From an optimization exercise on the open Yosys and OpenROAD flow, aimed at small area; shortcuts taken in it are not production practice. RTL that was checked went through simulation tests only; none was proved equivalent to the original. Power is estimated from default activity; no workload was simulated. The flow treats the clock pin as an ideal source, which a real chip does not have.

==> flow/design.v (excerpt) <==
module riscv_multicycle_top
#(
	parameter int              CNT_W    = 32,
	parameter logic [XLEN-1:0] RESET_PC = '0
) (
	input  logic                                clk,
	input  logic                                rst,
	output logic [XLEN-1:0]                     pc,
	output logic                                inst_req_valid,
	input  logic                                inst_req_ready,
	input  logic [XLEN-1:0]                     instruction,
	input  logic                                inst_valid,
	output logic                                inst_ready,
	output logic [XLEN-1:0]                     mem_address,
	output logic                                mem_write,
	output logic [XLEN-1:0]                     write_data,
	output logic                                mem_read,
	input  logic                                mem_req_ready,
	input  logic [XLEN-1:0]                     read_data,
	input  logic                                read_data_valid,
	output logic                                read_data_ready,
	output logic                                retire_valid,
	output logic                                retire_wen,
	output logic [REG_ADDR_W-1:0]               retire_rd,
	output logic [XLEN-1:0]                     retire_data,
	output logic [XLEN-1:0]                     retire_pc,
	output logic [NUM_EVENTS-1:0][CNT_W-1:0]    perf_cnt
);
Size in the first run: roughly 1400 flip-flops, ~500 I/O pins, roughly 52000 µm² of cells after synthesis.
export LEC_CHECK = 0
export ABC_AREA = 1
export CAP_MARGIN = 5
export CORE_MARGIN = 2
export CORE_UTILIZATION = 65
export CTS_CLUSTER_DIAMETER = 90
export CTS_CLUSTER_SIZE = 32
export SLEW_MARGIN = 5
create_clock -name core_clock -period 15.0 [get_ports {clk}]
standard.sh (not shown) runs the stock make flow with config.mk's settings and CLKGATE_MAP_FILE= SYNTH_SCRIPT=/design/flow/synth_recipe.tcl, a recipe that flattens the netlist after the stock synthesis.
==> flow/flow/run.sh <==
#!/bin/bash
# Own layout flow: the standard layout (standard.sh), with three changes.
#  - Synthesis maps the combinational logic with an area-oriented ABC script
#    (flow/abc.script) instead of ORFS's. Flip-flops are mapped before ABC runs,
#    so they keep the standard synthesis's names and cells.
#  - Port buffers are sky130_fd_sc_hd__buf_1 cells (every port still gets one).
#  - Clock tree synthesis inserts no dummy loads.
# Tool output: flow.log (make and the tools it runs); ORFS's per-step logs are
# under orfs/logs/.
set -euo pipefail
W=$(pwd)

# ORFS's synth.tcl with the ABC script swapped
sed -e "s#^source \$::env(SCRIPTS_DIR)/synth_preamble.tcl\$#&\nset abc_args [lreplace \$abc_args 1 1 $W/flow/abc.script]#" \
	"$FLOW_HOME/scripts/synth.tcl" > "$W/area_synth.tcl"
grep -q "flow/abc.script" "$W/area_synth.tcl"
# The standard flow's synthesis wrapper and layout command, pointed at it
sed -e "s#\$::env(SCRIPTS_DIR)/synth.tcl#$W/area_synth.tcl#" "$W/synth_recipe.tcl" > "$W/area_synth_recipe.tcl"
grep -q "area_synth.tcl" "$W/area_synth_recipe.tcl"
sed -e "s#SYNTH_SCRIPT=[^ ]*#SYNTH_SCRIPT=$W/area_synth_recipe.tcl#" "$W/standard.sh" > "$W/area_standard.sh"
grep -q "area_synth_recipe.tcl" "$W/area_standard.sh"

export BUFFER_PORTS_ARGS="-buffer_cell sky130_fd_sc_hd__buf_1"
# ORFS's clock tree options with config.mk's clustering (32 sinks, 90 um), no dummy loads
export CTS_ARGS="-sink_clustering_enable -repair_clock_nets -sink_clustering_size 32 -sink_clustering_max_diameter 90 -dont_use_dummy_load"
bash "$W/area_standard.sh" finish > "$W/flow.log" 2>&1
==> flow/flow/abc.script <==
&get -n
&st
&dch
&nf -R 1000 -p -F 8 -C 32
&put
topo
stime -c
Next try:
--- a/flow/flow/run.sh
+++ b/flow/flow/run.sh
@@ -23,4 +23,4 @@
 export BUFFER_PORTS_ARGS="-buffer_cell sky130_fd_sc_hd__buf_1"
-# ORFS's clock tree options with config.mk's clustering (32 sinks, 90 um), no dummy loads
-export CTS_ARGS="-sink_clustering_enable -repair_clock_nets -sink_clustering_size 32 -sink_clustering_max_diameter 90 -dont_use_dummy_load"
+# ORFS's clock tree options with config.mk's clustering (28 sinks, 80 um), no dummy loads
+export CTS_ARGS="-sink_clustering_enable -repair_clock_nets -sink_clustering_size 28 -sink_clustering_max_diameter 80 -dont_use_dummy_load"
 bash "$W/area_standard.sh" finish > "$W/flow.log" 2>&1
CTS_CLUSTER_DIAMETER = 80   (was 90)
CTS_CLUSTER_SIZE = 28   (was 32)
=> Count of clock-buffer cells in the layout climbs by 7; sequential share of layout area came out lower by 0.14 points; global-route usage increases by 0.12 points; synthesized cell count is unchanged; setup slack loses 0.13 ns; power came out higher by 1.2%; die area is unchanged; hold slack hardly moves; sequential power is about the same; non-clock buffer count stays the same.

========
== the previous run ==
riscv_multicycle_top, a different RTL version from the one above (not shown whole).
Size in the first run: ~1400 flip-flops, ~500 I/O pins, ~55000 um2 of cells after synthesis.
==> flow/config.mk <==
export PLATFORM = sky130hd
export DESIGN_NAME = riscv_multicycle_top
export DESIGN_NICKNAME = riscv_multicycle_top
export VERILOG_FILES = /design/flow/design.v
export SDC_FILE = /design/flow/constraint.sdc
export NUM_CORES = 4
export LEC_CHECK = 0
export ABC_AREA = 1
export CAP_MARGIN = 20
export CORE_MARGIN = 2
export CORE_UTILIZATION = 55
export CTS_CLUSTER_DIAMETER = 60
export CTS_CLUSTER_SIZE = 20
export SLEW_MARGIN = 20
==> flow/constraint.sdc <==
create_clock -name core_clock -period 15.0 [get_ports {clk}]
set_input_delay 3.0000 -clock core_clock [delete_from_list [all_inputs] [get_ports {clk}]]
set_output_delay 3.0000 -clock core_clock [all_outputs]
set_load 0.01 [all_outputs]
==> flow/flow/run.sh <==
#!/bin/bash
# Own layout flow: the standard layout (standard.sh), with two changes.
#  - Synthesis maps the combinational logic with an area-oriented ABC script
#    (flow/abc.script) instead of ORFS's. Flip-flops are mapped before ABC runs,
#    so they keep the standard synthesis's names and cells.
#  - Port buffers are sky130_fd_sc_hd__buf_1 cells (every port still gets one).
# Tool output: flow.log (make and the tools it runs); ORFS's per-step logs are
# under orfs/logs/.
set -euo pipefail
W=$(pwd)

# ORFS's synth.tcl with the ABC script swapped
sed -e "s#^source \$::env(SCRIPTS_DIR)/synth_preamble.tcl\$#&\nset abc_args [lreplace \$abc_args 1 1 $W/flow/abc.script]#" \
	"$FLOW_HOME/scripts/synth.tcl" > "$W/area_synth.tcl"
grep -q "flow/abc.script" "$W/area_synth.tcl"
# The standard flow's synthesis wrapper and layout command, pointed at it
sed -e "s#\$::env(SCRIPTS_DIR)/synth.tcl#$W/area_synth.tcl#" "$W/synth_recipe.tcl" > "$W/area_synth_recipe.tcl"
grep -q "area_synth.tcl" "$W/area_synth_recipe.tcl"
sed -e "s#SYNTH_SCRIPT=[^ ]*#SYNTH_SCRIPT=$W/area_synth_recipe.tcl#" "$W/standard.sh" > "$W/area_standard.sh"
grep -q "area_synth_recipe.tcl" "$W/area_standard.sh"

export BUFFER_PORTS_ARGS="-buffer_cell sky130_fd_sc_hd__buf_1"
bash "$W/area_standard.sh" finish > "$W/flow.log" 2>&1
==> flow/flow/abc.script <==
&get -n
&st
&dch -f
&nf -R 1000
&put
topo
stime -c
What the current run does differently from the previous run at the input level:
--- a/flow/config.mk
+++ b/flow/config.mk
@@ -9 +9 @@
-export CAP_MARGIN = 20
+export CAP_MARGIN = 10
@@ -12,3 +12,3 @@
-export CTS_CLUSTER_DIAMETER = 60
-export CTS_CLUSTER_SIZE = 20
-export SLEW_MARGIN = 20
+export CTS_CLUSTER_DIAMETER = 80
+export CTS_CLUSTER_SIZE = 28
+export SLEW_MARGIN = 10
Findings:
[the current run] number of clock buffers in the layout fell 44 relative to the previous run. The previous run → the current run: total via count in the routed design now smaller; total wire length decreased by about 0.4% relative to the old numbers. Total power: the current run better than the previous run. The current run against the previous run: first-pass iteration count of the detailed router moved down, later-pin clock latency in the skew report now larger, average via count per standard cell increased by 1.1% relative to the old numbers, share of the cycle needed by the critical path after routing shows a reduction of 0.87 points.
No run of this note included a check of the RTL's function; only the layout flow was run.

========
Another version of the RTL of riscv_multicycle_top (not shown whole).
Size: ~5700 cells after synthesis, about 1400 flip-flops, about 500 I/O pins, ~52000 sq um of cells after synthesis.
Settings: LEC_CHECK=0, ABC_AREA=1, CAP_MARGIN=5, CORE_MARGIN=2, CORE_UTILIZATION=72, CTS_CLUSTER_DIAMETER=80, CTS_CLUSTER_SIZE=28, SLEW_MARGIN=5; clock period 15.0 ns.
==> flow/flow/run.sh <==
#!/bin/bash
# Own layout flow: the standard layout (standard.sh), with three changes.
#  - Synthesis maps the combinational logic with an area-oriented ABC script
#    (flow/abc.script) instead of ORFS's. Flip-flops are mapped before ABC runs,
#    so they keep the standard synthesis's names and cells.
#  - Port buffers are sky130_fd_sc_hd__buf_1 cells (every port still gets one).
#  - Clock tree synthesis inserts no dummy loads.
# Tool output: flow.log (make and the tools it runs); ORFS's per-step logs are
# under orfs/logs/.
set -euo pipefail
W=$(pwd)

# ORFS's synth.tcl with the ABC script swapped
sed -e "s#^source \$::env(SCRIPTS_DIR)/synth_preamble.tcl\$#&\nset abc_args [lreplace \$abc_args 1 1 $W/flow/abc.script]#" \
	"$FLOW_HOME/scripts/synth.tcl" > "$W/area_synth.tcl"
grep -q "flow/abc.script" "$W/area_synth.tcl"
# The standard flow's synthesis wrapper and layout command, pointed at it
sed -e "s#\$::env(SCRIPTS_DIR)/synth.tcl#$W/area_synth.tcl#" "$W/synth_recipe.tcl" > "$W/area_synth_recipe.tcl"
grep -q "area_synth.tcl" "$W/area_synth_recipe.tcl"
sed -e "s#SYNTH_SCRIPT=[^ ]*#SYNTH_SCRIPT=$W/area_synth_recipe.tcl#" "$W/standard.sh" > "$W/area_standard.sh"
grep -q "area_synth_recipe.tcl" "$W/area_standard.sh"

export BUFFER_PORTS_ARGS="-buffer_cell sky130_fd_sc_hd__buf_1"
# ORFS's clock tree options with config.mk's clustering (28 sinks, 80 um), no dummy loads
export CTS_ARGS="-sink_clustering_enable -repair_clock_nets -sink_clustering_size 28 -sink_clustering_max_diameter 80 -dont_use_dummy_load"
bash "$W/area_standard.sh" finish > "$W/flow.log" 2>&1
==> flow/flow/abc.script <==
&get -n
&st
&dch
&nf -R 1000 -p -F 8 -C 32
&put
topo
stime -c
The first run completed with no timing, DRC or antenna violations.
Edit:
Settings changed: CORE_UTILIZATION 72 to 65.
Synthesized area does not change.
Fmax went down slightly.
Critical path depth went up by 4.
Final area hardly moves.
Core utilization falls by 7.5 points.
First-iteration DRC count went down by about a fifth.
Synthesized cell count is unchanged.

-- static timing again, ports no longer ideal --
The results above use ideal ports. As a check the final layouts listed here were re-extracted and re-timed, cells and wires unchanged.
Step 1: set_driving_cell puts a clkbuf_16 on clk and a buf_2 on each other input, an assumption about the parent block.
Step 2 moves the port delays by t, midway between the first and last clock arrival at a register: inputs arrive t later, outputs are due t later. That takes back most of the time a late clock gives input paths.
Slacks: no drivers / after step 1 / after step 2; pairs: no drivers / after step 1.
run | t (ns) | setup WS [ns] | worst hold slack (ns) | clock arrival spread, ns | slew at the worst register clock pin (ns)
the first run of note 1 | 0.694 | 1.016 / 0.965 / 1.645 | 0.459 / 0.459 / 0.459 | 0.085 / 0.086 | 0.12 / 0.12
the second run of note 1 | 0.683 | 0.890 / 0.839 / 1.503 | 0.457 / 0.457 / 0.457 | 0.094 / 0.094 | 0.11 / 0.11
the previous run | 0.783 | 0.928 / 0.850 / 1.633 | 0.441 / 0.441 / 0.441 | 0.050 / 0.050 | 0.09 / 0.09
the current run | 0.784 | 1.058 / 0.989 / 1.773 | 0.442 / 0.442 / 0.442 | 0.064 / 0.064 | 0.11 / 0.11
the first run of note 3 | 0.692 | 1.162 / 1.102 / 1.794 | 0.462 / 0.462 / 0.462 | 0.089 / 0.089 | 0.11 / 0.11
the second run of note 3 | 0.697 | 0.978 / 0.903 / 1.600 | 0.464 / 0.464 / 0.464 | 0.116 / 0.116 | 0.11 / 0.11
After both steps every run listed still meets setup and hold.
